From an optimization exercise on the open Yosys and OpenROAD flow, aimed at small area, a short achievable clock period and few clock cycles; shortcuts taken in it are not production practice. At most, simulation tests tie the RTL to the original design; equivalence was not proved. The RTL of run 4 was laid out without a check of its function. No activity file was given, so power comes from the tool's default toggle rates.

==> design.v <==
`timescale 1ns / 1ps
package spg_pkg;
    localparam int CHANNEL_COUNT    = 11;
    localparam int GROUP_COUNT      = 4;
    localparam int TICKS_PER_SECOND = 2000000;
    localparam int ACTION_W   = 2;
    localparam int CH_W       = 4;
    localparam int PULSE_W    = 16;
    localparam int CLAMP_W    = 14;
    localparam int FREQ_W     = 15;
    localparam int TOP_W      = 16;
    localparam int CMP_W      = 16;
    localparam int PIN_W      = 11;
    localparam int REG_IDX_W  = 3;
    localparam int CFG_DATA_W = 16;
    localparam int DIV_BITS   = 1;
    localparam int DIV_CNT_W  = 4;
    localparam int ZERO_W     = 4;
    localparam int MAX_ZEROS  = 11;
    localparam logic [TOP_W-1:0]   DIV_MIN_DIVISOR = TOP_W'((TICKS_PER_SECOND >> TOP_W) + 1);
    localparam logic [FREQ_W-1:0]  SAT_TOP_FREQ    = FREQ_W'(TICKS_PER_SECOND / 65535);
    localparam logic [TOP_W-1:0]   EXACT_FREQ_MAX  = TOP_W'(1414);
    localparam logic [CLAMP_W-1:0] RESET_MIN_PULSE = CLAMP_W'(900);
    localparam logic [CLAMP_W-1:0] RESET_MAX_PULSE = CLAMP_W'(2100);
    localparam logic [FREQ_W-1:0]  RESET_FREQ      = FREQ_W'(50);
    localparam logic [TOP_W-1:0]   RESET_TOP       = TOP_W'(TICKS_PER_SECOND / 50);
    localparam logic [PIN_W-1:0]   RESET_ENABLE    = PIN_W'(255);
    localparam logic [ACTION_W-1:0] ACT_WRITE = 2'd0;
    localparam logic [ACTION_W-1:0] ACT_READ  = 2'd1;
    localparam logic [ACTION_W-1:0] ACT_TICK  = 2'd2;
    localparam logic [REG_IDX_W-1:0] REG_MIN_PULSE = 3'd0;
    localparam logic [REG_IDX_W-1:0] REG_MAX_PULSE = 3'd1;
    localparam logic [REG_IDX_W-1:0] REG_FREQ_A    = 3'd2;
    localparam logic [REG_IDX_W-1:0] REG_FREQ_B    = 3'd3;
    localparam logic [REG_IDX_W-1:0] REG_FREQ_D    = 3'd4;
    localparam logic [REG_IDX_W-1:0] REG_TOP_C     = 3'd5;
    localparam logic [REG_IDX_W-1:0] REG_ENABLE    = 3'd6;
    localparam logic [1:0] GRP_A = 2'd0;
    localparam logic [1:0] GRP_B = 2'd1;
    localparam logic [1:0] GRP_C = 2'd2;
    localparam logic [1:0] GRP_D = 2'd3;
    function automatic logic [1:0] grp_of(input logic [CH_W-1:0] ch);
        case (ch)
            4'd2, 4'd3, 4'd9:  grp_of = GRP_B;
            4'd4, 4'd5:        grp_of = GRP_C;
            4'd6, 4'd7, 4'd10: grp_of = GRP_D;
            default:           grp_of = GRP_A;
        endcase
    endfunction
    function automatic logic [TOP_W-1:0] reset_or(input logic run, input logic [TOP_W-1:0] d,
                                                  input logic [TOP_W-1:0] reset_value);
        reset_or = ({TOP_W{run}} & d) | ({TOP_W{!run}} & reset_value);
    endfunction
    function automatic logic le16(input logic [TOP_W-1:0] a, input logic [TOP_W-1:0] b);
        logic gt;
        logic eq;
        gt = 1'b0;
        eq = 1'b1;
        for (int i = TOP_W - 1; i >= 0; i--)
        begin
            gt = gt | (eq & a[i] & !b[i]);
            eq = eq & !(a[i] ^ b[i]);
        end
        le16 = !gt;
    endfunction
    function automatic logic [ZERO_W-1:0] div_zeros(input logic [TOP_W-1:0] d);
        div_zeros = '0;
        for (int k = 1; k <= MAX_ZEROS; k++)
        begin
            if ((k % DIV_BITS) == 0 && 32'(d) > (TICKS_PER_SECOND >> (TOP_W - k)))
            begin
                div_zeros = ZERO_W'(k);
            end
        end
    endfunction
    function automatic logic [TOP_W-1:0] div_rem_init(input logic [ZERO_W-1:0] z);
        div_rem_init = '0;
        for (int k = 0; k <= MAX_ZEROS; k++)
        begin
            if (z == ZERO_W'(k))
            begin
                div_rem_init = TOP_W'(TICKS_PER_SECOND >> (TOP_W - k));
            end
        end
    endfunction
    function automatic logic [TOP_W-1:0] div_low_init(input logic [ZERO_W-1:0] z);
        div_low_init = '0;
        for (int k = 0; k <= MAX_ZEROS; k++)
        begin
            if (z == ZERO_W'(k))
            begin
                div_low_init = TOP_W'(TICKS_PER_SECOND << k);
            end
        end
    endfunction
    function automatic logic [DIV_CNT_W-1:0] div_last_step(input logic [ZERO_W-1:0] z);
        div_last_step = DIV_CNT_W'((TOP_W - 32'(z)) / DIV_BITS - 1);
    endfunction
endpackage
`timescale 1ns / 1ps
module spg_divider
(
    input  logic                           clk,
    input  logic                           load,
    input  logic [spg_pkg::TOP_W-1:0]      divisor,
    input  logic [spg_pkg::ZERO_W-1:0]     zeros,
    output logic [spg_pkg::TOP_W-1:0]      quotient_next,
    output logic [spg_pkg::TOP_W-1:0]      divisor_reg
);
    logic [spg_pkg::TOP_W-1:0] div_reg;
    logic [spg_pkg::TOP_W-1:0] rem_reg;
    logic [spg_pkg::TOP_W-1:0] quo_reg;
    logic [spg_pkg::TOP_W-1:0] rem_next;
    logic [spg_pkg::TOP_W-1:0] quo_next;
    logic [spg_pkg::TOP_W:0]   shifted;
    logic [spg_pkg::TOP_W+1:0] diff;
    logic                      ge;
    always_comb
    begin
        shifted  = {rem_reg, quo_reg[spg_pkg::TOP_W-1]};
        diff     = {1'b0, shifted} - {2'b00, div_reg};
        ge       = !diff[spg_pkg::TOP_W+1];
        rem_next = ge ? diff[spg_pkg::TOP_W-1:0] : shifted[spg_pkg::TOP_W-1:0];
        quo_next = {quo_reg[spg_pkg::TOP_W-2:0], ge};
    end
    always_ff @(posedge clk)
    begin
        if (load)
        begin
            div_reg <= divisor;
            rem_reg <= spg_pkg::div_rem_init(zeros);
            quo_reg <= spg_pkg::div_low_init(zeros);
        end
        else
        begin
            rem_reg <= rem_next;
            quo_reg <= quo_next;
        end
    end
    assign quotient_next = quo_next;
    assign divisor_reg   = div_reg;
endmodule
`timescale 1ns / 1ps
module spg_config
(
    input  logic                                          clk,
    input  logic                                          rst_n,
    input  logic                                          cfg_fire,
    input  logic [spg_pkg::REG_IDX_W-1:0]                 cfg_index,
    input  logic [spg_pkg::CFG_DATA_W-1:0]                cfg_data,
    output logic [spg_pkg::CLAMP_W-1:0]                   min_pulse,
    output logic [spg_pkg::CLAMP_W-1:0]                   max_pulse,
    output logic [spg_pkg::PIN_W-1:0]                     pin_enable,
    output logic [spg_pkg::GROUP_COUNT-1:0][spg_pkg::TOP_W-1:0]  top,
    output logic [spg_pkg::GROUP_COUNT-1:0][spg_pkg::FREQ_W-1:0] freq_rb,
    output logic                                          idle,
    output logic                                          top_busy,
    output logic                                          freq_busy,
    output logic                                          freq_done,
    output logic [1:0]                                    busy_grp
);
    logic [spg_pkg::CLAMP_W-1:0]                          min_reg;
    logic [spg_pkg::CLAMP_W-1:0]                          max_reg;
    logic [spg_pkg::PIN_W-1:0]                            enable_reg;
    logic [spg_pkg::GROUP_COUNT-1:0][spg_pkg::TOP_W-1:0]  top_reg;
    logic [spg_pkg::GROUP_COUNT-1:0][spg_pkg::FREQ_W-1:0] freq_reg;
    logic                                                 top_busy_reg;
    logic                                                 need_freq_reg;
    logic                                                 prep_reg;
    logic                                                 freq_busy_reg;
    logic [1:0]                                           grp_reg;
    logic [spg_pkg::DIV_CNT_W-1:0]                        step_reg;
    logic [spg_pkg::TOP_W-1:0]                            cfg_top;
    logic [1:0]                                           cfg_grp;
    logic                                                 div_load;
    logic [spg_pkg::TOP_W-1:0]                            div_in;
    logic [spg_pkg::TOP_W-1:0]                            zeros_of;
    logic [spg_pkg::ZERO_W-1:0]                           zeros;
    logic [spg_pkg::TOP_W-1:0]                            quotient;
    logic [spg_pkg::TOP_W-1:0]                            divisor;
    logic                                                 last_step;
    logic                                                 div_small;
    logic [spg_pkg::TOP_W-1:0]                            top_val;
    logic [spg_pkg::FREQ_W-1:0]                           freq_val;
    logic [spg_pkg::FREQ_W-1:0]                           freq_direct;
    spg_divider u_divider
    (
        .clk           (clk),
        .load          (div_load),
        .divisor       (div_in),
        .zeros         (zeros),
        .quotient_next (quotient),
        .divisor_reg   (divisor)
    );
    assign cfg_top = (cfg_index == spg_pkg::REG_TOP_C) ? cfg_data
                                                       : {1'b0, cfg_data[spg_pkg::FREQ_W-1:0]};
    assign cfg_grp = (cfg_index == spg_pkg::REG_FREQ_A) ? spg_pkg::GRP_A :
                     (cfg_index == spg_pkg::REG_FREQ_B) ? spg_pkg::GRP_B : spg_pkg::GRP_D;
    assign div_in   = prep_reg ? divisor : (top_busy_reg ? top_val : cfg_top);
    assign div_load = cfg_fire || (top_busy_reg && last_step) || prep_reg;
    assign zeros_of = prep_reg ? divisor : cfg_top;
    assign zeros    = spg_pkg::div_zeros(zeros_of);
    assign last_step   = (step_reg == '0);
    assign div_small   = (divisor < spg_pkg::DIV_MIN_DIVISOR);
    assign top_val     = div_small ? {spg_pkg::TOP_W{1'b1}} : quotient;
    assign freq_val    = (div_small || quotient[spg_pkg::TOP_W-1]) ? {spg_pkg::FREQ_W{1'b1}}
                                                                   : quotient[spg_pkg::FREQ_W-1:0];
    assign freq_direct = div_small ? spg_pkg::SAT_TOP_FREQ : divisor[spg_pkg::FREQ_W-1:0];
    always_ff @(posedge clk or negedge rst_n)
    begin
        if (!rst_n)
        begin
            top_busy_reg  <= 1'b0;
            prep_reg      <= 1'b0;
            freq_busy_reg <= 1'b0;
        end
        else
        begin
            prep_reg <= 1'b0;
            if (cfg_fire)
            begin
                if ((cfg_index == spg_pkg::REG_FREQ_A) || (cfg_index == spg_pkg::REG_FREQ_B)
                    || (cfg_index == spg_pkg::REG_FREQ_D))
                begin
                    top_busy_reg <= 1'b1;
                end
                if (cfg_index == spg_pkg::REG_TOP_C)
                begin
                    freq_busy_reg <= 1'b1;
                end
            end
            else if (top_busy_reg)
            begin
                if (last_step)
                begin
                    top_busy_reg  <= 1'b0;
                    prep_reg      <= need_freq_reg;
                    freq_busy_reg <= need_freq_reg;
                end
            end
            else if (freq_busy_reg && !prep_reg && last_step)
            begin
                freq_busy_reg <= 1'b0;
            end
        end
    end
    logic                                                 top_done;
    logic                                                 freq_last;
    logic                                                 min_we;
    logic                                                 max_we;
    logic                                                 enable_we;
    logic [spg_pkg::GROUP_COUNT-1:0]                      top_we;
    logic [spg_pkg::GROUP_COUNT-1:0]                      freq_we;
    logic [spg_pkg::TOP_W-1:0]                            cfg_wd;
    logic [spg_pkg::GROUP_COUNT-1:0][spg_pkg::TOP_W-1:0]  top_wd;
    logic [spg_pkg::FREQ_W-1:0]                           freq_wd;
    assign top_done  = top_busy_reg && last_step;
    assign freq_last = freq_busy_reg && !prep_reg && last_step;
    always_comb
    begin
        min_we    = !rst_n || (cfg_fire && (cfg_index == spg_pkg::REG_MIN_PULSE));
        max_we    = !rst_n || (cfg_fire && (cfg_index == spg_pkg::REG_MAX_PULSE));
        enable_we = !rst_n || (cfg_fire && (cfg_index == spg_pkg::REG_ENABLE));
        cfg_wd    = cfg_data;
        for (int g = 0; g < spg_pkg::GROUP_COUNT; g++)
        begin
            top_we[g]  = !rst_n || (top_done && (grp_reg == 2'(g)))
                      || (cfg_fire && (cfg_index == spg_pkg::REG_TOP_C) && (g == spg_pkg::GRP_C));
            freq_we[g] = !rst_n || ((grp_reg == 2'(g)) && ((top_done && !need_freq_reg) || freq_last));
            top_wd[g]  = spg_pkg::reset_or(rst_n,
                             (g == spg_pkg::GRP_C && !top_busy_reg) ? cfg_data : top_val,
                             spg_pkg::RESET_TOP);
        end
        freq_wd = spg_pkg::FREQ_W'(spg_pkg::reset_or(rst_n,
                      spg_pkg::TOP_W'(top_busy_reg ? freq_direct : freq_val),
                      spg_pkg::TOP_W'(spg_pkg::RESET_FREQ)));
    end
    always_ff @(posedge clk)
    begin
        if (min_we)
        begin
            min_reg <= spg_pkg::CLAMP_W'(spg_pkg::reset_or(rst_n, cfg_wd,
                                                           spg_pkg::TOP_W'(spg_pkg::RESET_MIN_PULSE)));
        end
        if (max_we)
        begin
            max_reg <= spg_pkg::CLAMP_W'(spg_pkg::reset_or(rst_n, cfg_wd,
                                                           spg_pkg::TOP_W'(spg_pkg::RESET_MAX_PULSE)));
        end
        if (enable_we)
        begin
            enable_reg <= spg_pkg::PIN_W'(spg_pkg::reset_or(rst_n, cfg_wd,
                                                            spg_pkg::TOP_W'(spg_pkg::RESET_ENABLE)));
        end
        for (int g = 0; g < spg_pkg::GROUP_COUNT; g++)
        begin
            if (top_we[g])
            begin
                top_reg[g] <= top_wd[g];
            end
            if (freq_we[g])
            begin
                freq_reg[g] <= freq_wd;
            end
        end
    end
    always_ff @(posedge clk)
    begin
        step_reg <= step_reg - 1'b1;
        if (cfg_fire)
        begin
            step_reg <= spg_pkg::div_last_step(zeros);
            if (cfg_index == spg_pkg::REG_TOP_C)
            begin
                grp_reg <= spg_pkg::GRP_C;
            end
            else
            begin
                grp_reg       <= cfg_grp;
                need_freq_reg <= (cfg_top > spg_pkg::EXACT_FREQ_MAX);
            end
        end
        else if (prep_reg)
        begin
            step_reg <= spg_pkg::div_last_step(zeros);
        end
    end
    assign min_pulse  = min_reg;
    assign max_pulse  = max_reg;
    assign pin_enable = enable_reg;
    assign top        = top_reg;
    assign freq_rb    = freq_reg;
    assign idle       = !top_busy_reg && !freq_busy_reg;
    assign top_busy   = top_busy_reg;
    assign freq_busy  = freq_busy_reg;
    assign freq_done  = freq_last;
    assign busy_grp   = grp_reg;
endmodule
`timescale 1ns / 1ps
module spg_core
(
    input  logic                                          clk,
    input  logic                                          rst_n,
    input  logic                                          accept,
    input  logic [spg_pkg::ACTION_W-1:0]                  req_action,
    input  logic [spg_pkg::CH_W-1:0]                      req_channel,
    input  logic [spg_pkg::PULSE_W-1:0]                   req_pulse_us,
    input  logic [spg_pkg::CLAMP_W-1:0]                   min_pulse,
    input  logic [spg_pkg::CLAMP_W-1:0]                   max_pulse,
    input  logic [spg_pkg::PIN_W-1:0]                     pin_enable,
    input  logic [spg_pkg::GROUP_COUNT-1:0][spg_pkg::TOP_W-1:0]  top,
    input  logic [spg_pkg::GROUP_COUNT-1:0][spg_pkg::FREQ_W-1:0] freq_rb,
    input  logic                                          freq_busy,
    input  logic                                          freq_done,
    input  logic [1:0]                                    busy_grp,
    output logic                                          item_free,
    output logic                                          rsp_valid,
    input  logic                                          rsp_ready,
    output logic [spg_pkg::FREQ_W-1:0]                    rsp_readback_us,
    output logic [spg_pkg::FREQ_W-1:0]                    rsp_group_freq_hz,
    output logic [spg_pkg::PIN_W-1:0]                     rsp_pin_levels,
    output logic                                          rsp_channel_valid
);
    logic [spg_pkg::CHANNEL_COUNT-1:0][spg_pkg::FREQ_W-1:0] cmp_reg;
    logic [spg_pkg::GROUP_COUNT-1:0][spg_pkg::TOP_W-1:0]    cnt_reg;
    logic                        item_valid_reg;
    logic                        item_wait_reg;
    logic [spg_pkg::CH_W-1:0]    item_ch_reg;
    logic                        item_read_reg;
    logic                        res_valid_reg;
    logic [spg_pkg::FREQ_W-1:0]  res_readback_reg;
    logic [spg_pkg::FREQ_W-1:0]  res_freq_reg;
    logic [spg_pkg::PIN_W-1:0]   res_pins_reg;
    logic                        res_chan_valid_reg;
    logic                        move;
    logic                        item_chan_valid;
    logic [spg_pkg::FREQ_W-1:0]  readback;
    logic [spg_pkg::PIN_W-1:0]   pins;
    logic [spg_pkg::CLAMP_W-1:0] clamped;
    always_comb
    begin
        if (!spg_pkg::le16(req_pulse_us, spg_pkg::PULSE_W'(max_pulse)))
        begin
            clamped = max_pulse;
        end
        else if (!spg_pkg::le16(spg_pkg::PULSE_W'(min_pulse), req_pulse_us))
        begin
            clamped = min_pulse;
        end
        else
        begin
            clamped = req_pulse_us[spg_pkg::CLAMP_W-1:0];
        end
    end
    logic [spg_pkg::CHANNEL_COUNT-1:0]                    cmp_we;
    logic [spg_pkg::FREQ_W-1:0]                           cmp_wd;
    logic                                                 cnt_we;
    logic [spg_pkg::GROUP_COUNT-1:0][spg_pkg::TOP_W-1:0]  cnt_wd;
    always_comb
    begin
        for (int i = 0; i < spg_pkg::CHANNEL_COUNT; i++)
        begin
            cmp_we[i] = !rst_n || (accept && (req_action == spg_pkg::ACT_WRITE)
                                   && (req_channel == spg_pkg::CH_W'(i)));
        end
        cmp_wd = spg_pkg::FREQ_W'(spg_pkg::reset_or(rst_n, spg_pkg::TOP_W'(clamped),
                                                    spg_pkg::TOP_W'({spg_pkg::FREQ_W{1'b1}})));
        cnt_we = !rst_n || (accept && (req_action == spg_pkg::ACT_TICK));
        for (int g = 0; g < spg_pkg::GROUP_COUNT; g++)
        begin
            cnt_wd[g] = spg_pkg::reset_or(rst_n, spg_pkg::le16(top[g], cnt_reg[g]) ? '0 : cnt_reg[g] + 1'b1, '0);
        end
    end
    always_ff @(posedge clk)
    begin
        for (int i = 0; i < spg_pkg::CHANNEL_COUNT; i++)
        begin
            if (cmp_we[i])
            begin
                cmp_reg[i] <= cmp_wd;
            end
        end
        if (cnt_we)
        begin
            cnt_reg <= cnt_wd;
        end
    end
    always_comb
    begin
        item_chan_valid = (item_ch_reg < spg_pkg::CH_W'(spg_pkg::CHANNEL_COUNT));
        readback = '0;
        for (int i = 0; i < spg_pkg::CHANNEL_COUNT; i++)
        begin
            if (item_read_reg && (item_ch_reg == spg_pkg::CH_W'(i)))
            begin
                readback = cmp_reg[i];
            end
        end
        for (int i = 0; i < spg_pkg::CHANNEL_COUNT; i++)
        begin
            pins[i] = pin_enable[i]
                && spg_pkg::le16(cnt_reg[spg_pkg::grp_of(spg_pkg::CH_W'(i))],
                                 {cmp_reg[i], cmp_reg[i][spg_pkg::FREQ_W-1]});
        end
    end
    assign move      = item_valid_reg && !item_wait_reg && (!res_valid_reg || rsp_ready);
    assign item_free = !item_valid_reg || move;
    always_ff @(posedge clk or negedge rst_n)
    begin
        if (!rst_n)
        begin
            item_valid_reg <= 1'b0;
            item_wait_reg  <= 1'b0;
            res_valid_reg  <= 1'b0;
        end
        else
        begin
            if (accept)
            begin
                item_valid_reg <= 1'b1;
            end
            else if (move)
            begin
                item_valid_reg <= 1'b0;
            end
            item_wait_reg <= (accept ? ((req_channel < spg_pkg::CH_W'(spg_pkg::CHANNEL_COUNT))
                                        && (spg_pkg::grp_of(req_channel) == busy_grp))
                                     : item_wait_reg)
                             && freq_busy && !freq_done;
            if (move)
            begin
                res_valid_reg <= 1'b1;
            end
            else if (rsp_ready)
            begin
                res_valid_reg <= 1'b0;
            end
        end
    end
    always_ff @(posedge clk)
    begin
        if (accept)
        begin
            item_ch_reg   <= req_channel;
            item_read_reg <= (req_action == spg_pkg::ACT_READ);
        end
        if (move)
        begin
            res_readback_reg   <= readback;
            res_freq_reg       <= item_chan_valid ? freq_rb[spg_pkg::grp_of(item_ch_reg)] : '0;
            res_pins_reg       <= pins;
            res_chan_valid_reg <= item_chan_valid;
        end
    end
    assign rsp_valid         = res_valid_reg;
    assign rsp_readback_us   = res_readback_reg;
    assign rsp_group_freq_hz = res_freq_reg;
    assign rsp_pin_levels    = res_pins_reg;
    assign rsp_channel_valid = res_chan_valid_reg;
endmodule
`timescale 1ns / 1ps
module servo_pwm_channel_generator
(
    input  logic                             clk,
    input  logic                             rst_n,
    input  logic                             req_valid,
    output logic                             req_ready,
    input  logic [spg_pkg::ACTION_W-1:0]     req_action,
    input  logic [spg_pkg::CH_W-1:0]         req_channel,
    input  logic [spg_pkg::PULSE_W-1:0]      req_pulse_us,
    output logic                             rsp_valid,
    input  logic                             rsp_ready,
    output logic [spg_pkg::FREQ_W-1:0]       rsp_readback_us,
    output logic [spg_pkg::FREQ_W-1:0]       rsp_group_freq_hz,
    output logic [spg_pkg::PIN_W-1:0]        rsp_pin_levels,
    output logic                             rsp_channel_valid,
    input  logic                             cfg_valid,
    output logic                             cfg_ready,
    input  logic [spg_pkg::REG_IDX_W-1:0]    cfg_index,
    input  logic [spg_pkg::CFG_DATA_W-1:0]   cfg_data
);
    logic [spg_pkg::CLAMP_W-1:0]                          min_pulse;
    logic [spg_pkg::CLAMP_W-1:0]                          max_pulse;
    logic [spg_pkg::PIN_W-1:0]                            pin_enable;
    logic [spg_pkg::GROUP_COUNT-1:0][spg_pkg::TOP_W-1:0]  top;
    logic [spg_pkg::GROUP_COUNT-1:0][spg_pkg::FREQ_W-1:0] freq_rb;
    logic                                                 cfg_idle;
    logic                                                 top_busy;
    logic                                                 freq_busy;
    logic                                                 freq_done;
    logic [1:0]                                           busy_grp;
    logic                                                 item_free;
    logic                                                 req_ok;
    logic                                                 cfg_ok;
    logic                                                 item_first_reg;
    logic                                                 accept;
    logic                                                 cfg_fire;
    spg_config u_config
    (
        .clk        (clk),
        .rst_n      (rst_n),
        .cfg_fire   (cfg_fire),
        .cfg_index  (cfg_index),
        .cfg_data   (cfg_data),
        .min_pulse  (min_pulse),
        .max_pulse  (max_pulse),
        .pin_enable (pin_enable),
        .top        (top),
        .freq_rb    (freq_rb),
        .idle       (cfg_idle),
        .top_busy   (top_busy),
        .freq_busy  (freq_busy),
        .freq_done  (freq_done),
        .busy_grp   (busy_grp)
    );
    spg_core u_core
    (
        .clk               (clk),
        .rst_n             (rst_n),
        .accept            (accept),
        .req_action        (req_action),
        .req_channel       (req_channel),
        .req_pulse_us      (req_pulse_us),
        .min_pulse         (min_pulse),
        .max_pulse         (max_pulse),
        .pin_enable        (pin_enable),
        .top               (top),
        .freq_rb           (freq_rb),
        .freq_busy         (freq_busy),
        .freq_done         (freq_done),
        .busy_grp          (busy_grp),
        .item_free         (item_free),
        .rsp_valid         (rsp_valid),
        .rsp_ready         (rsp_ready),
        .rsp_readback_us   (rsp_readback_us),
        .rsp_group_freq_hz (rsp_group_freq_hz),
        .rsp_pin_levels    (rsp_pin_levels),
        .rsp_channel_valid (rsp_channel_valid)
    );
    assign req_ok    = item_free && !top_busy;
    assign cfg_ok    = item_free && cfg_idle;
    assign req_ready = req_ok && !(cfg_valid && cfg_ok && !item_first_reg);
    assign cfg_ready = cfg_ok && !(req_valid && req_ok && item_first_reg);
    assign accept    = req_valid && req_ready;
    assign cfg_fire  = cfg_valid && cfg_ready;
    always_ff @(posedge clk or negedge rst_n)
    begin
        if (!rst_n)
        begin
            item_first_reg <= 1'b0;
        end
        else if (cfg_fire)
        begin
            item_first_reg <= 1'b1;
        end
        else if (accept)
        begin
            item_first_reg <= 1'b0;
        end
    end
endmodule
==> run.sh <==
#!/bin/bash
# synth_recipe.tcl (not shown) runs the flow's synth.tcl, then flattens the netlist and writes it again
# the make line also repeats each setting of config.mk as NAME=value (left out here)
make -C /OpenROAD-flow-scripts/flow DESIGN_CONFIG=/design/flow/config.mk WORK_HOME=/design/flow/orfs CLKGATE_MAP_FILE= SYNTH_SCRIPT=/design/flow/synth_recipe.tcl finish
==> config.mk <==
export PLATFORM = sky130hd
export DESIGN_NAME = servo_pwm_channel_generator
export DESIGN_NICKNAME = servo_pwm_channel_generator
export VERILOG_FILES = /design/flow/design.v
export SDC_FILE = /design/flow/constraint.sdc
export NUM_CORES = 4
export LEC_CHECK = 0
export CAP_MARGIN = 20
export CORE_MARGIN = 2
export CORE_UTILIZATION = 40
export PLACE_DENSITY = 0.6
export SLEW_MARGIN = 20
==> constraint.sdc <==
create_clock -name core_clock -period 7.0 [get_ports {clk}]
set_input_delay 1.4000 -clock core_clock [delete_from_list [all_inputs] [get_ports {clk}]]
set_output_delay 1.4000 -clock core_clock [all_outputs]
set_load 0.01 [all_outputs]
==> parameters.txt, run 1 <==
Parameter                              Value

Status
  Outcome  no timing/DRC/antenna violations

Clock tree
  Number of CTS-inserted buffers    55
  Number of gates resized after cts    0
  Post-cts hold buffer count    0
  Clock Tree Root    sky130_fd_sc_hd__clkbuf_16
  Clock transition at the registers of the reported paths    60 ps
  Number of sinks on the clock net    503
  Clock Path Buffers    3
  CTS tree    yes
  Worst skew pair latency    630 ps
  Setup Fix Bufs, Post-CTS    0
  H-tree levels    2

Synthesis
  Net Count, Synth    2,433
  Simple logic cell fraction of the synthesized area    0.141
  Count of flip-flops with a built-in enable after synthesis    458
  Synthesis-stage register bit count    503
  Area fraction in compound gates after synthesis    0.127
  YS warnings    4
  Most frequent cell after synthesis    sky130_fd_sc_hd__edfxtp_1
  Share of synthesized area spent on multiplexers    0.0378
  Post-Synth XOR/XNOR Area    0.0365
  Count of cell types in the netlist    87
  Number of cells produced by synthesis    2,344
  Async set-reset flop share out of synthesis    0.0139
  Primary FF master, synth    sky130_fd_sc_hd__edfxtp_1
  Library cell with the largest summed area after synthesis    sky130_fd_sc_hd__edfxtp_1
  Netlist Area Pre-Place    26,400 um2
  Syn Area/Cell    11.3 um2
  Cell types with the largest area share after synthesis    sky130_fd_sc_hd__edfxtp_1 52%, sky130_fd_sc_hd__maj3_1 3.4%, sky130_fd_sc_hd__nor2_1 2.9%
  Dominant combinational cell family by area after synthesis    simple AND/OR/NAND/NOR gates
  Top-area cell type share of the netlist area    0.520
  Most common library cells after synthesis    458 x sky130_fd_sc_hd__edfxtp_1, 206 x sky130_fd_sc_hd__nor2_1, 170 x sky130_fd_sc_hd__inv_1
  Part of the Yosys area used for sequential elements    0.556
  Adder-Cell Fraction of Synth Area    0.0616

Floorplanning
  Boundary Pins    91
  Die Footprint    68,100 um2
  Number of core rows    94
  Total core area    65,600 um2
  Die Span X    261 um
  Initial Util    0.403
  Die outline height    261 um

Setup path
  Critical-path cell list    clkdlybuf4s50_1 -> nor2b_1 -> maj3_1 -> a221oi_1 -> nor2_1 -> maj3_1 -> o311a_1 -> or3_1 -> o211ai_1
  Startpoint Class    input port
  Sum of buffers and inverters on the critical path    1
  Crit-path slowest cell    sky130_fd_sc_hd__o211ai_1
  Largest fanout on the critical path    15
  CP Launch Point    req_pulse_us[0]
  Launch instance of the worst register-to-register path    u_config.u_divider.div_reg[1]
  Type of the worst setup path    in2reg
  Required time at the endpoint of the critical path    7250 ps
  Delay of the slowest cell on the worst path    1030 ps
  Critical path's top delay family    compound AO/OA/AOI/OAI gates
  CP arrival    5110 ps
  Top cell by count, worst path    sky130_fd_sc_hd__maj3_1
  Kind of end point of the critical path    flop

STA
  Clock skew after layout    27.5 ps
  Hold Fails Final Rpt    0
  Setup TNS    0 ps
  Min cycle time layout    4860 ps
  Setup violations, final    0
  RSZ-0062 raised after global routing    false
  Final-report max-slew violation count    0
  Slew headroom    0.128
  Highest achievable clock rate    206 MHz
  Final critical-path share of the clock period    0.695
  Worst Max-Slew Pin Slew    1300 ps

Final layout
  Fin nets    2,513
  Non-filler instance count after layout    3,341
  Flip-flop count of the largest register, all copies and words added    165
  Area of combinational cells with multiple inputs    10,700 um2
  Share of post-route cells with drive strength above 1    0.0927
  Layout filler cell count    6,022
  Storage cell area    14,700 um2
  Signed area change from the synthesized netlist to the final layout    14.6%

Run
  Max-cap viol count    0

Detailed routing
  Met3 WL post-DR    7330 um
  First-pass iteration count of the detailed router    8
  Met2 Wirelength    37,600 um
  Routed metal-1 wire length    35,300 um
  Via count    19.8k
  Number of nets still failing antenna checks after routing    0
  Iter 0 DRT Violations    2,559
  Routed via count divided by cell count    5.92
  Highest metal used    met4
  DRC violation count after routing    0
  WL per Instance    25.0 um
  Total detailed-routing wirelength    83,500 um

Power and ir drop
  Leakage power    0.0106 uW
  VDD IR-drop max    200 uV
  Power density normalized to cell area    353 nW/um2

Global routing
  Vias in the first global route    18.9k
  Number of antenna violations at the first check in global routing    8
  Residual overflow from global routing    0
  Pin count of the biggest net entering global routing    47
  Wire length of the first global-routing pass    124,000 um
  Global Route Usage Sum    0.244

Hold path
  Worst hold path type    reg2reg
  Startpoint of the worst hold path    u_config.u_divider.quo_reg[2]

Placed design
  Port Buffers    90
  Final weighted congestion in routability-driven placement    0.913
  Placed cell count    3,231
  DPL Wire Length    62,300 um
-- cell usage in the layout, fill, tap and decap left out, drive strengths merged, types with 29 or more instances in the layout --
| cell | Yosys | layout |
|---|---|---|
| edfxtp | 458 | 458 |
| nor2 | 207 | 207 |
| inv | 171 | 175 |
| nand2 | 130 | 130 |
| a21oi | 119 | 119 |
| maj3 | 106 | 106 |
| o21ai | 100 | 100 |
| clkdlybuf4s50 | 0 | 89 |
| xnor2 | 80 | 80 |
| nand2b | 78 | 78 |
| clkbuf | 86 | 63 |
| nor2b | 61 | 61 |
| nand3 | 51 | 51 |
| nor3 | 47 | 47 |
| ha | 42 | 42 |
| dfxtp | 38 | 38 |
| and2 | 37 | 37 |
| buf | 14 | 34 |
| a31oi | 30 | 30 |
| xor2 | 30 | 30 |
| a211oi | 30 | 30 |
| mux2i | 29 | 29 |
-- report_power, final --
| group | internal [uW] | switching, uW |
|---|---|---|
| logic | 1210 | 1770 |
| registers | 4040 | 487 |
| clock network | 1910 | 1280 |
-- per-stage QoR --
step / hold slack [ps] / utilization / setup WS [ps] / instance area (um2) / power [uW]
after CTS: 481 / 0.461 / 2270 / 30300 / 10700
after global placement: 468 / 0.431 / 1730 / 28300 / 7430
after global routing: 500 / 0.461 / 2040 / 30300 / 11200
after detailed placement: 468 / 0.431 / 1620 / 28300 / 7520
after floorplan: 432 / - / 2670 / 26400 / 6350
final: 486 / 0.462 / 2140 / 30300 / 10700
-- final cells by class --
type / count / area share
Antenna cell: 6 / 0.000496
Multi-Input combinational cell: 1562 / 0.353
Clock inverter: 41 / 0.0188
Sequential cell: 503 / 0.485
Inverter: 179 / 0.0222
Tap cell: 864 / 0.0357
Timing Repair Buffer: 123 / 0.0378
Clock buffer: 63 / 0.0468
-- layer usage --
layer | vias up | GRT usage
met5 | - | 0
met4 | 0 | 0.0904
met3 | 151 | 0.0373
met2 | 1008 | 0.377
met1 | 9723 | 0.348
li1 | 8893 | -
-- path summary, 6_finish.rpt --
| path | to | slack [ps] | cells past startpoint |
|---|---|---|---|
| setup / recovery | u_core.cmp_reg[146] | 2140 | 9 |
| hold / removal | u_config.u_divider.quo_reg[3] | 490 | 1 |
| setup reg to reg | u_config.top_reg[0] | 2750 | 10 |
| hold reg to reg | u_config.u_divider.quo_reg[3] | 490 | 1 |
| max in group asynchronous | u_config.prep_reg | 5510 | 2 |
| min in group asynchronous | u_config.freq_busy_reg | 730 | 1 |
-- logic make-up after synthesis --
group                      count (synthesis)
buffers and inverters                    279
AOI/OAI and AO/OA                        494
xor gates and xnor gates                 110
adders and majority gates                149
DFF                                      503
muxes                                     73
and+or+nand+nor                          736
Testbench counts, summed over its fixed seeds: cycles 27,929.
==> run 2, diff against run 1 <==
--- a/config.mk
+++ b/config.mk
@@ -9,4 +9,5 @@
 export CORE_MARGIN = 2
-export CORE_UTILIZATION = 40
-export PLACE_DENSITY = 0.6
+export CORE_UTILIZATION = 50
+export PLACE_DENSITY = 0.65
+export SETUP_SLACK_MARGIN = 3.5
 export SLEW_MARGIN = 20
==> parameters.txt, run 2 <==
Parameter                              Value

STA
  Worst Max-Slew Pin Slew    1230 ps (-69.8 ps)
  Slew headroom    0.174 (+0.0467)
  Final-report max-slew violation count    0 (unchanged)
  Highest achievable clock rate    278 MHz (+35%)
  Min cycle time layout    3590 ps (-1270 ps)
  RSZ-0062 raised after global routing    true
  Setup TNS    0 ps (unchanged)
  Hold Fails Final Rpt    0 (unchanged)
  Final critical-path share of the clock period    0.514 (-0.181)
  Setup violations, final    0 (unchanged)
  Clock skew after layout    18.9 ps (-8.68 ps)

Power and ir drop
  Leakage power    0.0111 uW (+4.3%)
  Final Power    10,800 uW (+0.72%)
  Power density normalized to cell area    343 nW/um2 (-2.7%)
  VDD IR-drop max    253 uV (+26%)

Global routing
  Global Route Usage Sum    0.323 (+0.0789)
  Met3 Resource Use GR    0.0580 (+0.0207)
  Number of antenna violations at the first check in global routing    3 (-5)
  Vias in the first global route    19.5k (+2.9%)
  Busiest metal layer after global routing    met2
  Wire length of the first global-routing pass    129,000 um (+4.1%)
  Pin count of the biggest net entering global routing    78 (+66%)
  Global-route track usage on met2    0.519 (+0.142)
  Met1 routing resource usage after global routing    0.424 (+0.0755)
  Residual overflow from global routing    0 (unchanged)

Clock tree
  Number of CTS-inserted buffers    53 (-3.6%)
  CTS tree    yes
  H-tree levels    2 (unchanged)
  Clock transition at the registers of the reported paths    60 ps (about the same)
  Number of sinks on the clock net    503 (unchanged)
  Post-cts hold buffer count    0 (unchanged)
  Clock Path Buffers    3 (unchanged)
  Worst skew pair latency    620 ps (about the same)
  Clock Tree Root    sky130_fd_sc_hd__clkbuf_16

Placed design
  Final weighted congestion in routability-driven placement    1.02 (+12%)
  Port Buffers    90 (unchanged)
  DPL Wire Length    62,700 um (+0.65%)

Run
  Max-cap viol count    0 (unchanged)

Setup path
  CP arrival    3960 ps (-1150 ps)
  Required time at the endpoint of the critical path    7360 ps (+110 ps)
  Largest fanout on the critical path    6 (-9)
  Critical path's top delay family    simple AND/OR/NAND/NOR gates
  Top cell by count, worst path    sky130_fd_sc_hd__maj3_2
  Delay of the slowest cell on the worst path    440 ps (-590 ps)
  CP Launch Point    req_pulse_us[0]
  Sum of buffers and inverters on the critical path    2 (+1)
  Launch instance of the worst register-to-register path    u_core.cnt_reg[16]
  Kind of end point of the critical path    flop
  Startpoint Class    input port
  Critical-path cell list    buf_6 -> nor2b_4 -> maj3_2 -> a221oi_2 -> nor2_1 -> maj3_2 -> o311a_4 -> or3_4 -> mux2i_2 -> nand2_2 -> buf_12
  Type of the worst setup path    in2reg
  Crit-path slowest cell    sky130_fd_sc_hd__or3_4

Detailed routing
  Iter 0 DRT Violations    2,457 (-4.0%)
  Routed via count divided by cell count    6.38 (+7.9%)
  Total detailed-routing wirelength    89,600 um (+7.2%)
  Via count    20.5k (+3.7%)
  DRC violation count after routing    0 (unchanged)
  WL per Instance    27.9 um (+12%)
  Number of nets still failing antenna checks after routing    0 (unchanged)
  First-pass iteration count of the detailed router    6 (-2)

Synthesis
  Primary FF master, synth    sky130_fd_sc_hd__edfxtp_1
  Library cell with the largest summed area after synthesis    sky130_fd_sc_hd__edfxtp_1
  YS warnings    4 (unchanged)
  Simple logic cell fraction of the synthesized area    0.141 (unchanged)
  Netlist Area Pre-Place    26,400 um2 (unchanged)
  Most common library cells after synthesis    458 x sky130_fd_sc_hd__edfxtp_1, 206 x sky130_fd_sc_hd__nor2_1, 170 x sky130_fd_sc_hd__inv_1
  Count of cell types in the netlist    87 (unchanged)
  Synthesis-stage register bit count    503 (unchanged)
  Most frequent cell after synthesis    sky130_fd_sc_hd__edfxtp_1
  Syn Area/Cell    11.3 um2 (unchanged)
  Area fraction in compound gates after synthesis    0.127 (unchanged)
  Dominant combinational cell family by area after synthesis    simple AND/OR/NAND/NOR gates
  Adder-Cell Fraction of Synth Area    0.0616 (unchanged)
  Post-Synth XOR/XNOR Area    0.0365 (unchanged)
  Share of synthesized area spent on multiplexers    0.0378 (unchanged)
  Cell types with the largest area share after synthesis    sky130_fd_sc_hd__edfxtp_1 52%, sky130_fd_sc_hd__maj3_1 3.4%, sky130_fd_sc_hd__nor2_1 2.9%
  Number of cells produced by synthesis    2,344 (unchanged)
  Part of the Yosys area used for sequential elements    0.556 (unchanged)
  Net Count, Synth    2,433 (unchanged)
  Top-area cell type share of the netlist area    0.520 (unchanged)
  Async set-reset flop share out of synthesis    0.0139 (unchanged)
  Count of flip-flops with a built-in enable after synthesis    458 (unchanged)

Floorplanning
  Die outline height    234 um (-10%)
  Die Footprint    54,700 um2 (-20%)
  Boundary Pins    91 (unchanged)
  Number of core rows    84 (-11%)
  Total core area    52,400 um2 (-20%)
  Die Span X    234 um (-10%)
  Initial Util    0.504 (+0.101)

Final layout
  Area of combinational cells with multiple inputs    11,700 um2 (+9.7%)
  Flip-flop count of the largest register, all copies and words added    165 (unchanged)
  Share of post-route cells with drive strength above 1    0.165 (+0.0725)
  Most frequent cells in the layout    458 x sky130_fd_sc_hd__edfxtp_1, 197 x sky130_fd_sc_hd__nor2_1, 165 x sky130_fd_sc_hd__inv_1
  Layout filler cell count    4,248 (-29%)
  Most common cell after layout, fill and taps aside    sky130_fd_sc_hd__edfxtp_1
  Signed area change from the synthesized netlist to the final layout    18.6%
  Fin nets    2,563 (+2.0%)
  Storage cell area    14,700 um2 (unchanged)

Hold path
  Startpoint of the worst hold path    u_config.u_divider.quo_reg[8]
  Worst hold path type    reg2reg

Status
  Outcome  no timing/DRC/antenna violations
[run 2: cell types whose count changed in the layout (fill, tap and decap cells not counted), sizes merged, moves of 2 or more]
cell,change
dlygate4sd2,+12
clkbuf,+6
or3,+2
dlymetal6s2s,+3
inv,-2
clkdlybuf4s50,-40
clkdlybuf4s15,+11
buf,+47
nand2,+10
bufinv,-4
clkinvlp,+2
[run 2: what timing repair did]
item,4_1_cts,5_1_grt
setup endpoints to repair,479,376
gates resized for setup,181,102
hold endpoints to repair,0,0
gates cloned,11,4
setup buffers,26,21
pin swaps,28,22
[run 2: logic make-up (layout without fill, tap and decap cells)]
kind of cell,count (synthesis),count (layout)
fa+ha+maj,149,149
flops,503,503
simple gates,736,748
buf+inv,279,440
compound gates,494,495
mux,73,73
other cells,0,7
xor+xnor,110,110
[run 2: power breakdown]
| group | internal [uW] | total (uW) | switching (uW) |
|---|---|---|---|
| sequential | 4040 | 4520 | 477 |
| clock | 1740 | 2980 | 1240 |
| combinational | 1330 | 3280 | 1950 |
[run 2: worst paths after layout]
| check | endpoint | slack [ps] | cells after the start |
|---|---|---|---|
| max in group asynchronous | u_config.prep_reg | 4810 | 2 |
| worst max-delay path | u_core.cmp_reg[79] | 3410 | 11 |
| min in group asynchronous | u_core.item_valid_reg | 710 | 1 |
| worst max register to register | u_core.cnt_reg[20] | 3540 | 10 |
| worst min-delay path | u_config.u_divider.quo_reg[9] | 480 | 2 |
| worst min register to register | u_config.u_divider.quo_reg[9] | 480 | 2 |
[run 2: tightest hold or removal path, stage by stage, from the launching register on]
cell	delay [ps]
sky130_fd_sc_hd__dfxtp_1	320
sky130_fd_sc_hd__nand2_1	50
sky130_fd_sc_hd__o21ai_0	60
[run 2: routing by layer]
layer,wire [um],share of wire
met1,35300,0.39
met2,41900,0.47
met3,7780,0.087
met4,4540,0.051
met5,13,0.00015
[run 2: final cells by class]
type / instances / share of cell area
Antenna cell: 7 / 0.000559
Timing Repair Buffer: 162 / 0.0492
Clock inverter: 36 / 0.0135
Multi-Input combinational cell: 1575 / 0.374
Sequential cell: 503 / 0.469
Clock buffer: 63 / 0.0448
Tap cell: 688 / 0.0275
Inverter: 179 / 0.0214
[run 2: stage by stage]
stage	area (um2)	util	cells	hold slack [ps]	worst slack [ps]
3_3_place_gp	28200	0.537	3043	458	1650
3_5_place_dp	28200	0.538	3045	477	1840
2_1_floorplan	26700	-	2344	432	3000
6_report	31400	0.598	3213	480	3410
5_1_grt	31300	0.597	3206	501	3370
4_1_cts	30800	0.587	3181	484	3370
==> run 3, diff against run 2 <==
--- a/config.mk
+++ b/config.mk
@@ -10,2 +10,3 @@
 export CORE_UTILIZATION = 50
+export CTS_BUF_LIST = sky130_fd_sc_hd__clkbuf_4 sky130_fd_sc_hd__clkbuf_8
 export PLACE_DENSITY = 0.65
==> parameters.txt, run 3 <==
Parameter                              Value

Status
  Outcome  no timing/DRC/antenna violations

Final layout
  Signed area change from the synthesized netlist to the final layout    17.4%
  Non-filler instance count after layout    3,264 (+1.6%)
  Flip-flop count of the largest register, all copies and words added    165 (unchanged)
  Fin nets    2,598 (+1.4%)
  Share of post-route cells with drive strength above 1    0.172 (+0.00644)
  Layout filler cell count    4,314 (+1.6%)
  Most frequent cells in the layout    458 x sky130_fd_sc_hd__edfxtp_1, 197 x sky130_fd_sc_hd__nor2_1, 165 x sky130_fd_sc_hd__inv_1
  Most common cell after layout, fill and taps aside    sky130_fd_sc_hd__edfxtp_1

Power and ir drop
  Power density normalized to cell area    339 nW/um2 (-1.4%)
  VDD IR-drop max    335 uV (+33%)
  Leakage power    0.0111 uW (+0.34%)

Setup path
  Launch instance of the worst register-to-register path    u_core.cmp_reg[149]
  Largest fanout on the critical path    3 (-3)
  Required time at the endpoint of the critical path    5600 ps (-1760 ps)
  Kind of end point of the critical path    output pin
  Flop-to-flop setup slack    3520 ps (-20 ps)
  Type of the worst setup path    in2out
  Terminus of the critical flop-to-flop path    u_core.res_pins_reg[9]
  CP arrival    2130 ps (-1830 ps)
  Startpoint Class    input port
  Crit-path slowest cell    sky130_fd_sc_hd__a211oi_2
  Critical-path cell list    buf_6 -> nor2b_4 -> o21ai_2 -> nand2_1 -> a211oi_2 -> buf_2
  Delay of the slowest cell on the worst path    220 ps (-220 ps)
  Worst Reg-to-Reg Cells    10 (unchanged)

Synthesis
  Most common library cells after synthesis    458 x sky130_fd_sc_hd__edfxtp_1, 206 x sky130_fd_sc_hd__nor2_1, 170 x sky130_fd_sc_hd__inv_1
  Synthesis-stage register bit count    503 (unchanged)
  Part of the Yosys area used for sequential elements    0.556 (unchanged)
  Async set-reset flop share out of synthesis    0.0139 (unchanged)
  Net Count, Synth    2,433 (unchanged)
  Primary FF master, synth    sky130_fd_sc_hd__edfxtp_1
  Number of cells produced by synthesis    2,344 (unchanged)
  Area fraction in compound gates after synthesis    0.127 (unchanged)
  Syn Area/Cell    11.3 um2 (unchanged)
  Dominant combinational cell family by area after synthesis    simple AND/OR/NAND/NOR gates
  Post-Synth XOR/XNOR Area    0.0365 (unchanged)
  Simple logic cell fraction of the synthesized area    0.141 (unchanged)
  Count of cell types in the netlist    87 (unchanged)
  Count of flip-flops with a built-in enable after synthesis    458 (unchanged)
  Top-area cell type share of the netlist area    0.520 (unchanged)
  Share of synthesized area spent on multiplexers    0.0378 (unchanged)
  YS warnings    4 (unchanged)
  Adder-Cell Fraction of Synth Area    0.0616 (unchanged)
  Cell types with the largest area share after synthesis    sky130_fd_sc_hd__edfxtp_1 52%, sky130_fd_sc_hd__maj3_1 3.4%, sky130_fd_sc_hd__nor2_1 2.9%
  Netlist Area Pre-Place    26,400 um2 (unchanged)
  Library cell with the largest summed area after synthesis    sky130_fd_sc_hd__edfxtp_1
  Most frequent cell after synthesis    sky130_fd_sc_hd__edfxtp_1

Hold path
  Startpoint of the worst hold path    u_config.u_divider.quo_reg[8]
  Number of cells traversed by the worst hold path    2 (unchanged)
  Worst hold path type    reg2reg
  Worst hold endpoint    u_config.u_divider.quo_reg[9]

Detailed routing
  DRC violation count after routing    0 (unchanged)
  WL per Instance    27.5 um (-1.3%)
  First-pass iteration count of the detailed router    8 (+2)
  Via count    20.9k (+1.7%)
  Total detailed-routing wirelength    89,800 um (+0.28%)
  Routed via count divided by cell count    6.39 (+0.14%)
  Number of nets still failing antenna checks after routing    0 (unchanged)
  Iter 0 DRT Violations    2,502 (+1.8%)

STA
  Highest achievable clock rate    283 MHz (+1.7%)
  Clock skew after layout    34.9 ps (+16.0 ps)
  Hold Fails Final Rpt    0 (unchanged)
  Min cycle time layout    3530 ps (-60.7 ps)
  Minimum hold slack    483 ps (+2.31 ps)
  Final-report max-slew violation count    0 (unchanged)
  Final critical-path share of the clock period    0.505 (-0.00868)
  Worst Max-Slew Pin Slew    1250 ps (+14.8 ps)
  Setup TNS    0 ps (unchanged)
  Setup violations, final    0 (unchanged)
  Slew headroom    0.165 (-0.00993)
  RSZ-0062 raised after global routing    true

Floorplanning
  Die outline height    234 um (unchanged)
  Die Span X    234 um (unchanged)
  Boundary Pins    91 (unchanged)
  Number of core rows    84 (unchanged)
  Initial Util    0.504 (unchanged)
  Total core area    52,400 um2 (unchanged)
  Die Footprint    54,700 um2 (unchanged)

Placed design
  Port Buffers    90 (unchanged)
  Placed cell count    3,045 (unchanged)
  Final weighted congestion in routability-driven placement    1.02 (unchanged)
  DPL Wire Length    62,700 um (unchanged)

Clock tree
  Worst skew pair latency    710 ps (+90 ps)
  Clock Path Buffers    3 (unchanged)
  Post-cts hold buffer count    0 (unchanged)
  H-tree levels    3 (+1)
  Clock Tree Root    sky130_fd_sc_hd__clkbuf_8
  CTS tree    yes
  Clock transition at the registers of the reported paths    60 ps (about the same)
  Number of CTS-inserted buffers    84 (+58%)
  Number of sinks on the clock net    503 (unchanged)

Run
  Max-cap viol count    0 (unchanged)

Global routing
  Pin count of the biggest net entering global routing    78 (unchanged)
  Residual overflow from global routing    0 (unchanged)
  Number of antenna violations at the first check in global routing    5 (+2)
  Wire length of the first global-routing pass    130,000 um (+1.1%)
  Global Route Usage Sum    0.327 (+0.00421)
  Vias in the first global route    19.9k (+2.2%)
==> run 3: worst max-delay path: cells and delay by family <==
family                 cells  cell delay, ps
AO/OA/AOI/OAI              2             340
buffers and inverters      2             250
AND/OR/NAND/NOR            2             130
==> run 3: metal layers <==
layer / GRT usage / share of wire / vias to the layer above
met3: 0.0561 / 0.093 / 257
li1: - / - / 9097
met5: 0 / 0.00030 / -
met4: 0.172 / 0.056 / 4
met2: 0.518 / 0.46 / 1272
met1: 0.433 / 0.39 / 10200
==> run 3: layout make-up <==
cell class,instances,area [um2],area share
inverters,179,672,0.0217
multi-input cells,1575,11500,0.372
repair buffers,166,1540,0.0495
well taps,688,861,0.0277
clock buffers,108,1340,0.0433
clock inverters,44,393,0.0127
flip-flops and latches,503,14700,0.474
diodes,1,2.50,0.0000807
==> run 3: cell families (layout without fill, tap and decap cells) <==
group,after synthesis,after routing
buffers and inverters,279,497
flip-flops,503,503
AO/OA/AOI/OAI,494,495
AND/OR/NAND/NOR,736,748
other,0,1
adder cells (fa/ha/maj),149,149
XOR/XNOR,110,110
multiplexers,73,73
==> run 3: stage by stage <==
step	instance area [um2]	total power (uW)	setup slack (ps)	util
after CTS	30600	10400	3340	0.584
after floorplan	26700	6370	3000	-
after global routing	31000	11000	3390	0.591
after detailed placement	28200	7580	1840	0.538
final	31000	10500	3470	0.592
after global placement	28200	7480	1650	0.537
==> run 3: worst max path at each step <==
stage	endpoint	cells past startpoint	slack, ps	from
2_1_floorplan	u_core.cmp_reg[101]	10	3000	req_pulse_us[0]
3_3_place_gp	u_core.cmp_reg[101]	9	1650	req_pulse_us[0]
3_5_place_dp	u_core.cmp_reg[116]	10	1840	req_pulse_us[0]
4_1_cts	cfg_ready	3	3340	req_valid
5_1_grt	cfg_ready	6	3390	rsp_ready
6_report	cfg_ready	6	3470	rsp_ready
==> run 3: timing repair <==
item	CTS	global route
pin swaps	27	20
gates cloned	12	2
gates resized for setup	144	75
setup endpoints to repair	435	378
hold endpoints to repair	0	0
buffers inserted	27	25
==> run 3: report_power, final <==
part	internal, uW	switching [uW]	total [uW]
clock network	1490	1260	2750
registers	4040	479	4520
logic	1300	1940	3240
==> run 4, diff against run 3 <==
--- a/design.v
+++ b/design.v
@@ -159,3 +159,6 @@
     output logic                                          freq_done,
-    output logic [1:0]                                    busy_grp
+    output logic                                          freq_pending,
+    output logic [1:0]                                    busy_grp,
+    output logic [1:0]                                    next_grp,
+    output logic [spg_pkg::ZERO_W-1:0]                    next_zeros
 );
@@ -184,3 +187,5 @@
     logic [spg_pkg::FREQ_W-1:0]                           freq_val;
-    logic [spg_pkg::FREQ_W-1:0]                           freq_direct;
+    logic [spg_pkg::FREQ_W-1:0]                           cfg_freq;
+    logic                                                 cfg_need_freq;
+    logic [spg_pkg::ZERO_W-1:0]                           zeros_reg;
     spg_divider u_divider
@@ -207,3 +212,5 @@
                                                                    : quotient[spg_pkg::FREQ_W-1:0];
-    assign freq_direct = div_small ? spg_pkg::SAT_TOP_FREQ : divisor[spg_pkg::FREQ_W-1:0];
+    assign cfg_freq      = (cfg_top < spg_pkg::DIV_MIN_DIVISOR) ? spg_pkg::SAT_TOP_FREQ
+                                                                : cfg_top[spg_pkg::FREQ_W-1:0];
+    assign cfg_need_freq = (cfg_top > spg_pkg::EXACT_FREQ_MAX);
     always_ff @(posedge clk or negedge rst_n)
@@ -268,3 +275,6 @@
                       || (cfg_fire && (cfg_index == spg_pkg::REG_TOP_C) && (g == spg_pkg::GRP_C));
-            freq_we[g] = !rst_n || ((grp_reg == 2'(g)) && ((top_done && !need_freq_reg) || freq_last));
+            freq_we[g] = !rst_n || ((grp_reg == 2'(g)) && freq_last)
+                      || (cfg_fire && !cfg_need_freq && (cfg_grp == 2'(g))
+                          && ((cfg_index == spg_pkg::REG_FREQ_A) || (cfg_index == spg_pkg::REG_FREQ_B)
+                              || (cfg_index == spg_pkg::REG_FREQ_D)));
             top_wd[g]  = spg_pkg::reset_or(rst_n,
@@ -274,3 +284,3 @@
         freq_wd = spg_pkg::FREQ_W'(spg_pkg::reset_or(rst_n,
-                      spg_pkg::TOP_W'(top_busy_reg ? freq_direct : freq_val),
+                      spg_pkg::TOP_W'(freq_busy_reg ? freq_val : cfg_freq),
                       spg_pkg::TOP_W'(spg_pkg::RESET_FREQ)));
@@ -319,3 +329,4 @@
                 grp_reg       <= cfg_grp;
-                need_freq_reg <= (cfg_top > spg_pkg::EXACT_FREQ_MAX);
+                need_freq_reg <= cfg_need_freq;
+                zeros_reg     <= zeros;
             end
@@ -336,2 +347,5 @@
     assign freq_done  = freq_last;
+    assign freq_pending = freq_busy_reg || (top_busy_reg && need_freq_reg);
+    assign next_grp   = cfg_fire ? cfg_grp : grp_reg;
+    assign next_zeros = cfg_fire ? zeros : zeros_reg;
     assign busy_grp   = grp_reg;
@@ -352,5 +366,9 @@
     input  logic [spg_pkg::GROUP_COUNT-1:0][spg_pkg::FREQ_W-1:0] freq_rb,
-    input  logic                                          freq_busy,
     input  logic                                          freq_done,
     input  logic [1:0]                                    busy_grp,
+    input  logic                                          freq_pending,
+    input  logic                                          top_busy,
+    input  logic [1:0]                                    next_grp,
+    input  logic [spg_pkg::ZERO_W-1:0]                    next_zeros,
+    output logic                                          tick_safe,
     output logic                                          item_free,
@@ -410,3 +428,5 @@
         begin
-            cnt_wd[g] = spg_pkg::reset_or(rst_n, spg_pkg::le16(top[g], cnt_reg[g]) ? '0 : cnt_reg[g] + 1'b1, '0);
+            cnt_wd[g] = spg_pkg::reset_or(rst_n,
+                            (spg_pkg::le16(top[g], cnt_reg[g]) && !(top_busy && (busy_grp == 2'(g))))
+                            ? '0 : cnt_reg[g] + 1'b1, '0);
         end
@@ -468,3 +488,3 @@
                                      : item_wait_reg)
-                             && freq_busy && !freq_done;
+                             && freq_pending && !freq_done;
             if (move)
@@ -494,2 +514,24 @@
     end
+    logic [spg_pkg::TOP_W-1:0] safe_cnt;
+    logic [spg_pkg::TOP_W-1:0] safe_mask;
+    logic                      safe_next;
+    logic                      tick_safe_reg;
+    always_comb
+    begin
+        safe_cnt  = cnt_reg[next_grp];
+        safe_mask = spg_pkg::TOP_W'({spg_pkg::TOP_W{1'b1}} >> (32'(next_zeros) + 1));
+        safe_next = ((safe_cnt & ~safe_mask) == '0) && ((safe_cnt & safe_mask) != safe_mask);
+    end
+    always_ff @(posedge clk or negedge rst_n)
+    begin
+        if (!rst_n)
+        begin
+            tick_safe_reg <= 1'b0;
+        end
+        else
+        begin
+            tick_safe_reg <= safe_next;
+        end
+    end
+    assign tick_safe         = tick_safe_reg;
     assign rsp_valid         = res_valid_reg;
@@ -530,2 +572,6 @@
     logic                                                 freq_done;
+    logic                                                 freq_pending;
+    logic [1:0]                                           next_grp;
+    logic [spg_pkg::ZERO_W-1:0]                           next_zeros;
+    logic                                                 tick_safe;
     logic [1:0]                                           busy_grp;
@@ -553,3 +599,6 @@
         .freq_done  (freq_done),
-        .busy_grp   (busy_grp)
+        .freq_pending (freq_pending),
+        .busy_grp   (busy_grp),
+        .next_grp   (next_grp),
+        .next_zeros (next_zeros)
     );
@@ -568,5 +617,9 @@
         .freq_rb           (freq_rb),
-        .freq_busy         (freq_busy),
         .freq_done         (freq_done),
         .busy_grp          (busy_grp),
+        .freq_pending      (freq_pending),
+        .top_busy          (top_busy),
+        .next_grp          (next_grp),
+        .next_zeros        (next_zeros),
+        .tick_safe         (tick_safe),
         .item_free         (item_free),
@@ -579,3 +632,3 @@
     );
-    assign req_ok    = item_free && !top_busy;
+    assign req_ok    = item_free && (!top_busy || tick_safe);
     assign cfg_ok    = item_free && cfg_idle;
==> parameters.txt, run 4 <==
Parameter                              Value

Status
  Outcome  no timing/DRC/antenna violations

Detailed routing
  Routed via count divided by cell count    6.41 (+0.22%)
  Number of nets still failing antenna checks after routing    0 (unchanged)
  First-pass iteration count of the detailed router    7 (-1)
  DRC violation count after routing    0 (unchanged)
  WL per Instance    29.2 um (+6.1%)
  Via count    22.3k (+6.9%)
  Iter 0 DRT Violations    2,820 (+13%)
  Total detailed-routing wirelength    102,000 um (+13%)

Hold path
  Startpoint of the worst hold path    u_config.step_reg[0]
  Worst hold endpoint    u_config.step_reg[0]
  Number of cells traversed by the worst hold path    1 (-1)
  Worst hold path type    reg2reg

Clock tree
  Post-cts hold buffer count    0 (unchanged)
  H-tree levels    3 (unchanged)
  Clock Tree Root    sky130_fd_sc_hd__clkbuf_8
  CTS tree    yes
  Worst skew pair latency    720 ps (about the same)
  Number of sinks on the clock net    508 (+0.99%)
  Clock transition at the registers of the reported paths    60 ps (about the same)
  Clock Path Buffers    3 (unchanged)
  Number of CTS-inserted buffers    88 (+4.8%)

STA
  Worst Max-Slew Pin Slew    993 ps (-256 ps)
  Min cycle time layout    3870 ps (+337 ps)
  Hold Fails Final Rpt    0 (unchanged)
  Slew headroom    0.333 (+0.168)
  Final critical-path share of the clock period    0.553 (+0.0481)
  Clock skew after layout    50.1 ps (+15.2 ps)
  Setup TNS    0 ps (unchanged)
  Final-report max-slew violation count    0 (unchanged)
  RSZ-0062 raised after global routing    true
  Setup violations, final    0 (unchanged)
  Highest achievable clock rate    258 MHz (-8.7%)

Global routing
  Residual overflow from global routing    0 (unchanged)
  Number of antenna violations at the first check in global routing    3 (-2)
  Wire length of the first global-routing pass    145,000 um (+12%)
  Vias in the first global route    21.5k (+8.1%)
  Pin count of the biggest net entering global routing    73 (-6.4%)
  Global Route Usage Sum    0.354 (+0.0272)

Power and ir drop
  Share of total power consumed by net switching    0.367 (+0.0174)
  Leakage power    0.0122 uW (+10%)
  VDD IR-drop max    330 uV (-1.7%)
  Flop pwr share    0.411 (-0.019)
  Gate power share    0.347 (+0.039)
  Clk pwr share    0.242 (-0.020)
  Power density normalized to cell area    338 nW/um2 (-0.11%)
  Switching power of the nets    4130 uW (+12%)
  Internal power component    7130 uW (+4.3%)

Setup path
  Largest fanout on the critical path    2 (-1)
  Startpoint Class    flop
  Worst Reg-to-Reg Cells    11 (+1)
  Launch instance of the worst register-to-register path    u_core.cmp_reg[89]
  Type of the worst setup path    reg2reg
  Required time at the endpoint of the critical path    7460 ps (+1860 ps)
  CP arrival    4330 ps (+2200 ps)
  Terminus of the critical flop-to-flop path    u_core.res_pins_reg[5]
  Flop-to-flop setup slack    3130 ps (-390 ps)
  Kind of end point of the critical path    flop

Synthesis
  Cell types with the largest area share after synthesis    sky130_fd_sc_hd__edfxtp_1 51%, sky130_fd_sc_hd__maj3_1 4.0%, sky130_fd_sc_hd__nor2_1 3.1%
  Async set-reset flop share out of synthesis    0.0157 (+0.00183)
  Most common library cells after synthesis    462 x sky130_fd_sc_hd__edfxtp_1, 226 x sky130_fd_sc_hd__nor2_1, 189 x sky130_fd_sc_hd__inv_1
  Syn Area/Cell    11.0 um2 (-2.0%)
  Netlist Area Pre-Place    27,400 um2 (+3.7%)
  YS warnings    4 (unchanged)
  Net Count, Synth    2,570 (+5.6%)
  Top-area cell type share of the netlist area    0.506 (-0.0142)
  Part of the Yosys area used for sequential elements    0.541 (-0.0145)
  Most frequent cell after synthesis    sky130_fd_sc_hd__edfxtp_1
  Primary FF master, synth    sky130_fd_sc_hd__edfxtp_1
  Count of cell types in the netlist    83 (-4.6%)
  Count of flip-flops with a built-in enable after synthesis    462 (+0.87%)
  Library cell with the largest summed area after synthesis    sky130_fd_sc_hd__edfxtp_1
  Synthesis-stage register bit count    508 (+0.99%)
  Number of cells produced by synthesis    2,481 (+5.8%)

Floorplanning
  Die outline height    238 um (+1.8%)
  Number of core rows    85 (+1.2%)
  Total core area    54,000 um2 (+3.0%)
  Die Span X    238 um (+1.8%)
  Initial Util    0.507 (+0.00331)
  Boundary Pins    91 (unchanged)
  Die Footprint    56,700 um2 (+3.6%)

Placed design
  DPL Wire Length    70,900 um (+13%)
  Placed cell count    3,203 (+5.2%)
  Port Buffers    90 (unchanged)
  Final weighted congestion in routability-driven placement    0.991 (-2.6%)

Final layout
  Fin nets    2,805 (+8.0%)
  Signed area change from the synthesized netlist to the final layout    21.5%
  Share of post-route cells with drive strength above 1    0.239 (+0.0674)
  Flip-flop count of the largest register, all copies and words added    165 (unchanged)
  Non-filler instance count after layout    3,481 (+6.6%)
  Most common cell after layout, fill and taps aside    sky130_fd_sc_hd__edfxtp_1
  Most frequent cells in the layout    462 x sky130_fd_sc_hd__edfxtp_1, 199 x sky130_fd_sc_hd__nor2_1, 176 x sky130_fd_sc_hd__inv_1

Run
  Max-cap viol count    0 (unchanged)
## run 4: worst max path at each step
| stage | start | to | slack [ps] | cells past startpoint |
|---|---|---|---|---|
| 2_1_floorplan | cfg_data[0] | u_core.tick_safe_reg | 2970 | 11 |
| 3_3_place_gp | rsp_ready | u_core.tick_safe_reg | 1610 | 13 |
| 3_5_place_dp | rsp_ready | u_core.tick_safe_reg | 1590 | 13 |
| 4_1_cts | u_core.cmp_reg[89] | u_core.res_pins_reg[5] | 3170 | 11 |
| 5_1_grt | u_core.cmp_reg[89] | u_core.res_pins_reg[5] | 3060 | 11 |
| 6_report | u_core.cmp_reg[89] | u_core.res_pins_reg[5] | 3130 | 11 |
## run 4: logic make-up after synthesis
kind of cell | Yosys count | share of synthesized area
AO/OA/AOI/OAI | 522 | 0.130
XOR/XNOR | 117 | 0.0374
adder cells (fa/ha/maj) | 165 | 0.0651
buffers and inverters | 311 | 0.0429
flip-flops | 508 | 0.541
multiplexers | 75 | 0.0437
AND/OR/NAND/NOR | 783 | 0.139
## run 4: layout make-up
cell class | count | area (um2)
tap | 696 | 871
antenna | 3 | 7.51
clock buffer | 117 | 1450
timing repair buffer | 251 | 2320
multi-input combinational | 1670 | 12800
fill | 4407 | 20700
inverter | 197 | 748
clock inverter | 39 | 273
sequential | 508 | 14800
## run 4: power by group through the flow
stage	sequential, uW	combinational, uW	clock, uW
finish	4620	3910	2730
global route	4660	4170	2880
CTS	4600	3660	2760
detailed placement	4670	3300	0
global placement	4660	3270	0
floorplan	4390	2200	0
## run 4: per-stage QoR
stage	util	total power (uW)	hold slack, ps	instance area (um2)	worst slack (ps)
2_1_floorplan	-	6590	432	27800	2970
3_3_place_gp	0.545	7920	464	29500	1610
3_5_place_dp	0.545	7970	469	29500	1590
4_1_cts	0.602	11000	478	32500	3170
5_1_grt	0.616	11700	519	33300	3060
6_report	0.616	11300	473	33300	3130
## run 4: worst max-delay path, stage by stage (launching register included)
cell	delay (ps)
sky130_fd_sc_hd__edfxtp_1	470
sky130_fd_sc_hd__nand2b_4	180
sky130_fd_sc_hd__maj3_2	300
sky130_fd_sc_hd__maj3_2	290
sky130_fd_sc_hd__maj3_2	300
sky130_fd_sc_hd__maj3_2	290
sky130_fd_sc_hd__maj3_2	300
sky130_fd_sc_hd__maj3_2	300
sky130_fd_sc_hd__maj3_2	300
sky130_fd_sc_hd__maj3_2	340
sky130_fd_sc_hd__maj3_2	330
sky130_fd_sc_hd__o211a_1	210
## run 4: layer usage
metal	routed length [um]	part of all wire	global-route usage	vias to the layer above
met4	6620	0.065	0.202	2
met2	47200	0.46	0.571	1221
met1	39200	0.39	0.454	11100
li1	-	-	-	9738
met3	8630	0.085	0.0639	284
met5	15	0.00015	0	-
## run 4: timing repair
item                                   CTS  global route
pin swaps                               69           108
buffers inserted                        74            33
endpoints found under the hold margin    0             0
setup endpoints to repair              406           364
gates resized for setup                220           161
gates cloned                            10             2

re-timing with driven ports:
In the flow no input, the clock included, has a driving cell. The finished layouts below were timed again as built, in two steps. Step 1 assumes that a clkbuf_16 drives the clock port and a buf_2 every other input. Step 2 also shifts input and output timing later by t, the mid clock arrival at the registers, as if the neighbouring blocks saw the same clock. Three values: ideal ports, drivers, drivers and shift; two values: the first two.
run | t (ns) | slack for setup (ns) | hold WS [ns]
run 1 | 0.684 | 2.138 / 2.181 / 1.497 | 0.486 / 0.486 / 0.486
run 2 | 0.677 | 3.405 / 3.433 / 2.756 | 0.480 / 0.480 / 0.480
run 3 | 0.746 | 3.466 / 3.426 / 2.759 | 0.483 / 0.483 / 0.483
run 4 | 0.752 | 3.129 / 3.129 / 2.481 | 0.473 / 0.473 / 0.473
After both steps setup and hold are still met in every run listed. For run 3, which loses most, drivers alone change the setup slack by -0.040 ns; drivers and shift together by -0.707 ns.
